This design comes from an exercise in tuning for small area on the open sky130 flow, not from production work.
The RTL was checked by simulation tests, not by an equivalence proof against the original design.
Power and IR drop assume default switching activity.

// programmable_pulse_generator
module programmable_pulse_generator #(
    parameter int NUM_CH = 4,
    parameter int CNT_W  = pulse_gen_pkg::DEFAULT_CNT_W
) (
    input  logic              clk,
    input  logic              rst,
    input  logic [NUM_CH-1:0] start,
    input  logic [NUM_CH-1:0] stop,
    input  logic [1:0]        mode,
    input  logic [CNT_W-1:0]  delay_cfg,
    input  logic [CNT_W-1:0]  width_cfg,
    input  logic [CNT_W-1:0]  period_cfg,
    input  logic [CNT_W-1:0]  count_cfg,
    output logic [NUM_CH-1:0] pulse,
    output logic [NUM_CH-1:0] busy,
    output logic [NUM_CH-1:0] done
);
For scale: roughly 270 flip-flops, about 88 I/O pins, roughly 13,000 sq um of cells after synthesis.
Settings: LEC_CHECK=0, CAP_MARGIN=20, CORE_MARGIN=2, CORE_UTILIZATION=40, CTS_BUF_LIST=sky130_fd_sc_hd__clkbuf_8 sky130_fd_sc_hd__clkbuf_16, CTS_CLUSTER_DIAMETER=80, CTS_CLUSTER_SIZE=20, PLACE_DENSITY=0.8, SLEW_MARGIN=20; clock period 5.5 ns.
standard.sh (not shown) runs the stock make flow with config.mk's settings and CLKGATE_MAP_FILE= SYNTH_SCRIPT=/design/flow/synth_recipe.tcl, a recipe that flattens the netlist after the stock synthesis.
==> flow/flow/run.sh <==
#!/bin/bash
# Standard layout (standard.sh) with these changes:
#  - synthesis maps logic with an area-oriented ABC script (flow/abc_area.script)
#    and leaves adders to ABC (no adder cell extraction); registers and their
#    names are untouched, only combinational logic is mapped differently;
#  - every input and output port gets the smallest buffer (buf_1);
#  - CTS (same settings as config.mk) inserts no dummy loads.
set -euo pipefail
rm -rf scripts_custom
cp -r "$FLOW_HOME/scripts" scripts_custom
cp flow/abc_area.script scripts_custom/abc_speed.script
export SCRIPTS_DIR="$PWD/scripts_custom"
export ADDER_MAP_FILE=
export BUFFER_PORTS_ARGS="-buffer_cell sky130_fd_sc_hd__buf_1"
export CTS_ARGS="-sink_clustering_enable -repair_clock_nets -sink_clustering_size 20 -sink_clustering_max_diameter 80 -buf_list \"sky130_fd_sc_hd__clkbuf_8 sky130_fd_sc_hd__clkbuf_16\" -dont_use_dummy_load"
bash standard.sh > standard_flow.log 2>&1
==> flow/flow/abc_area.script <==
&get -n
&st
&dch
&nf -R 1000
&st
&dch
&nf -R 1000
&put
topo
stime -c
The first run ran to the end with no violations.
==> next run, changes <==
==> flow/flow/run.sh (replaced) <==
#!/bin/bash
# Standard layout (standard.sh) with two changes:
#  - synthesis maps logic with an area-oriented ABC script (flow/abc_area.script);
#    registers and their names are untouched, ABC only maps combinational logic;
#  - every input and output port gets the smallest buffer (buf_1);
#  - CTS (same settings as config.mk) inserts no dummy loads.
set -euo pipefail
rm -rf scripts_custom
cp -r "$FLOW_HOME/scripts" scripts_custom
cp flow/abc_area.script scripts_custom/abc_speed.script
export SCRIPTS_DIR="$PWD/scripts_custom"
export BUFFER_PORTS_ARGS="-buffer_cell sky130_fd_sc_hd__buf_1"
export CTS_ARGS="-sink_clustering_enable -repair_clock_nets -sink_clustering_size 25 -sink_clustering_max_diameter 80 -buf_list sky130_fd_sc_hd__clkbuf_16 -dont_use_dummy_load"
bash standard.sh > standard_flow.log 2>&1
CTS_BUF_LIST = sky130_fd_sc_hd__clkbuf_16   (was sky130_fd_sc_hd__clkbuf_8 sky130_fd_sc_hd__clkbuf_16)
CTS_CLUSTER_SIZE = 25   (was 20)
PLACE_DENSITY = unset   (was 0.8)
Die area increases by 0.58%.
Count of clock-buffer cells in the layout falls by 2.
Synthesized cell count decreases by 15%.
Clock power drops by about 6%.
Total power came out lower by 3.0%.
Sequential power falls by about 2%.
Clock skew hardly moves.
Non-clock buffer count goes up by 5.
Wire length came out lower by 8.0%.
==> next run, changes <==
==> flow/flow/run.sh (replaced) <==
#!/bin/bash
# Standard layout (standard.sh) with these changes:
#  - synthesis maps logic with an area-oriented ABC script (flow/abc_area.script)
#    and leaves adders to ABC (no adder cell extraction); registers and their
#    names are untouched, only combinational logic is mapped differently;
#  - every input and output port gets the smallest buffer (buf_1);
#  - CTS (same settings as config.mk) inserts no dummy loads.
set -euo pipefail
rm -rf scripts_custom
cp -r "$FLOW_HOME/scripts" scripts_custom
cp flow/abc_area.script scripts_custom/abc_speed.script
export SCRIPTS_DIR="$PWD/scripts_custom"
export ADDER_MAP_FILE=
export BUFFER_PORTS_ARGS="-buffer_cell sky130_fd_sc_hd__buf_1"
export CTS_ARGS="-sink_clustering_enable -repair_clock_nets -sink_clustering_size 16 -sink_clustering_max_diameter 60 -buf_list sky130_fd_sc_hd__clkbuf_8 -dont_use_dummy_load"
bash standard.sh > standard_flow.log 2>&1
CTS_BUF_LIST = sky130_fd_sc_hd__clkbuf_8   (was sky130_fd_sc_hd__clkbuf_16)
CTS_CLUSTER_DIAMETER = 60   (was 80)
CTS_CLUSTER_SIZE = 16   (was 25)
PLACE_DENSITY = 0.8   (was unset)
SYNTH_HIERARCHICAL = 1   (was unset)
Outcome: The new run finished with timing, DRC and antenna clean; fmax increases by 2.1%; design area shrinks by 1.6%; first-iteration DRC count increases by 70%; worst hold slack hardly moves; sequential share of layout area came out higher by 0.83 points; routed wire length increases by 12%.
==> next run, changes <==
==> flow/flow/run.sh (replaced) <==
#!/bin/bash
# Standard layout (standard.sh) with three changes:
#  - synthesis maps logic with an area-oriented ABC script (flow/abc_area.script);
#    registers and their names are untouched, ABC only maps combinational logic;
#  - every input and output port gets the smallest buffer (buf_1);
#  - CTS (same settings as config.mk) inserts no dummy loads.
set -euo pipefail
rm -rf scripts_custom
cp -r "$FLOW_HOME/scripts" scripts_custom
cp flow/abc_area.script scripts_custom/abc_speed.script
export SCRIPTS_DIR="$PWD/scripts_custom"
export BUFFER_PORTS_ARGS="-buffer_cell sky130_fd_sc_hd__buf_1"
export CTS_ARGS="-sink_clustering_enable -repair_clock_nets -sink_clustering_size 25 -sink_clustering_max_diameter 80 -buf_list sky130_fd_sc_hd__clkbuf_16 -dont_use_dummy_load"
bash standard.sh > standard_flow.log 2>&1
CTS_BUF_LIST = sky130_fd_sc_hd__clkbuf_16   (was sky130_fd_sc_hd__clkbuf_8)
CTS_CLUSTER_DIAMETER = 80   (was 60)
CTS_CLUSTER_SIZE = 25   (was 16)
PLACE_DENSITY = unset   (was 0.8)
SYNTH_HIERARCHICAL = unset   (was 1)
Setup slack is worse by 0.096 ns.
Design area rose by 1.6%.
Count of clock-buffer cells in the layout decreases by 6.
Sequential power drops by about 2%.
Via count falls by 17%.
Clock skew stays flat.
Core utilization grows by 0.48 points.
First-iteration DRC count shrinks by 41%.
Total power grows by 2.4%.
Synthesized area came out higher by 0.98%.
Cell count goes down by 12%.

========
Another version of the RTL of programmable_pulse_generator (not shown whole).
Size: ~1,200 cells after synthesis.
clock: 5.5 ns
lec_check: 0
cap_margin: 20
core_margin: 2
core_utilization: 40
cts_buf_list: sky130_fd_sc_hd__clkbuf_8
cts_cluster_size: 20
slew_margin: 20
run.sh (not shown) runs the stock make flow with config.mk's settings and CLKGATE_MAP_FILE= SYNTH_SCRIPT=/design/flow/synth_recipe.tcl, a recipe that flattens the netlist after the stock synthesis.
Stock flow here: none of the scripts above is used.
The first run completed with no timing, DRC or antenna violations.
Next try:
- CTS_BUF_LIST: sky130_fd_sc_hd__clkbuf_8 -> not set
- CTS_CLUSTER_SIZE: 20 -> not set
Result: The new run went through all stages and came out clean. Utilization barely changes. Final area barely changes. Hold slack degrades by 0.0037 ns.
Next try:
- CTS_BUF_LIST: not set -> sky130_fd_sc_hd__clkbuf_16
- CTS_CLUSTER_DIAMETER: not set -> 80
- CTS_CLUSTER_SIZE: not set -> 25
What happened: Cell count goes down by about 1.4%; worst hold slack improves by 0.0050 ns; sequential share of layout area goes up by 1.4 points; total power goes down by 13%; sequential cell count is unchanged.
Next try:
==> flow/flow/run.sh (new file) <==
#!/bin/bash
# Standard layout, with the smallest buffer on every input and output port.
set -euo pipefail
export BUFFER_PORTS_ARGS="-buffer_cell sky130_fd_sc_hd__buf_1"
bash standard.sh > standard_flow.log 2>&1
==> flow/standard.sh (new file) <==
#!/bin/bash
# synth_recipe.tcl (not shown) runs the flow's synth.tcl, then flattens the netlist and writes it again
# the make line also repeats each setting of config.mk as NAME=value (left out here)
make -C /OpenROAD-flow-scripts/flow DESIGN_CONFIG=/design/flow/config.mk WORK_HOME=/design/flow/orfs CLKGATE_MAP_FILE= SYNTH_SCRIPT=/design/flow/synth_recipe.tcl "${@:-finish}"
removed: flow/run.sh
Result: Cell count hardly moves; fmax goes down slightly; sequential cell count does not change; critical path depth shrinks by 2; count of clock-buffer cells in the layout is higher by 1.
Next try:
==> flow/run.sh (new file) <==
#!/bin/bash
# synth_recipe.tcl (not shown) runs the flow's synth.tcl, then flattens the netlist and writes it again
# the make line also repeats each setting of config.mk as NAME=value (left out here)
make -C /OpenROAD-flow-scripts/flow DESIGN_CONFIG=/design/flow/config.mk WORK_HOME=/design/flow/orfs CLKGATE_MAP_FILE= SYNTH_SCRIPT=/design/flow/synth_recipe.tcl finish
- CTS_CLUSTER_SIZE: 25 -> 30
removed: flow/flow/run.sh
removed: flow/standard.sh
- non-clock buffer count increases by 2
- final cell count is about the same
- via count is lower by 0.58%
- global-route usage increases by 0.15 points
- wire length goes up by 0.57%
- design area grows by 3.5%
Next try:
==> flow/flow/run.sh (new file) <==
#!/bin/bash
# Standard layout (standard.sh) with two changes:
#  - synthesis maps logic with an area-oriented ABC script (flow/abc_area.script);
#    registers and their names are untouched, ABC only maps combinational logic;
#  - every input and output port gets the smallest buffer (buf_1).
set -euo pipefail
rm -rf scripts_custom
cp -r "$FLOW_HOME/scripts" scripts_custom
cp flow/abc_area.script scripts_custom/abc_speed.script
export SCRIPTS_DIR="$PWD/scripts_custom"
export BUFFER_PORTS_ARGS="-buffer_cell sky130_fd_sc_hd__buf_1"
bash standard.sh > standard_flow.log 2>&1
==> flow/flow/abc_area.script (new file) <==
strash
dch
map -a
topo
stime -c
==> flow/standard.sh (new file) <==
#!/bin/bash
# synth_recipe.tcl (not shown) runs the flow's synth.tcl, then flattens the netlist and writes it again
# the make line also repeats each setting of config.mk as NAME=value (left out here)
make -C /OpenROAD-flow-scripts/flow DESIGN_CONFIG=/design/flow/config.mk WORK_HOME=/design/flow/orfs CLKGATE_MAP_FILE= SYNTH_SCRIPT=/design/flow/synth_recipe.tcl "${@:-finish}"
- CTS_CLUSTER_SIZE: 30 -> 25
removed: flow/run.sh
Result:
- The new run passed the timing, design-rule and antenna checks
- setup slack got worse by 0.084 ns
- routed wire length stays flat
- power is lower by 2.9%

## what the ideal ports hide
In the flow no input, the clock included, has a driving cell. The finished layouts below were timed again as built, in two steps. Step 1 sets driving cells, clkbuf_16 on the clock port and buf_2 on the other inputs (assumed; they add their load-dependent delay and slew). Step 2 times the ports against the registers' clock, not the clock port: input delays grow and output delays shrink by t, the midpoint of the rising clock arrivals with the driver on. a / b / c = ideal ports / drivers / drivers and shift; a / b = the first two.
run | t, ns | setup slack, ns | latest minus earliest clock arrival (ns) | worst data-port slew with drivers (ns) | pins driven straight from the clock port
the first run of note 1 | 0.523 | 0.908 / 0.926 / 0.403 | 0.037 / 0.036 | 0.06 | 1
the second run of note 1 | 0.526 | 0.802 / 0.822 / 0.297 | 0.034 / 0.035 | 0.06 | 1
the third run of note 1 | 0.581 | 0.898 / 0.890 / 0.309 | 0.033 / 0.033 | 0.08 | 1
the fourth run of note 1 | 0.526 | 0.802 / 0.822 / 0.297 | 0.034 / 0.035 | 0.06 | 1
the first run of note 2 | 0.610 | 1.198 / 1.224 / 0.614 | 0.017 / 0.018 | 0.04 | 1
the second run of note 2 | 0.592 | 1.193 / 1.223 / 0.631 | 0.014 / 0.014 | 0.04 | 1
the third run of note 2 | 0.554 | 1.099 / 1.129 / 0.575 | 0.020 / 0.020 | 0.04 | 1
the fourth run of note 2 | 0.548 | 1.015 / 1.044 / 0.496 | 0.027 / 0.027 | 0.05 | 1
the fifth run of note 2 | 0.553 | 1.137 / 1.168 / 0.615 | 0.030 / 0.030 | 0.04 | 1
the sixth run of note 2 | 0.545 | 1.053 / 1.080 / 0.535 | 0.031 / 0.030 | 0.04 | 1
After both steps setup and hold are still met in every run listed. The setup slack of the third run of note 1, which loses most, moves by -0.008 ns with the drivers and by -0.589 ns with both steps.
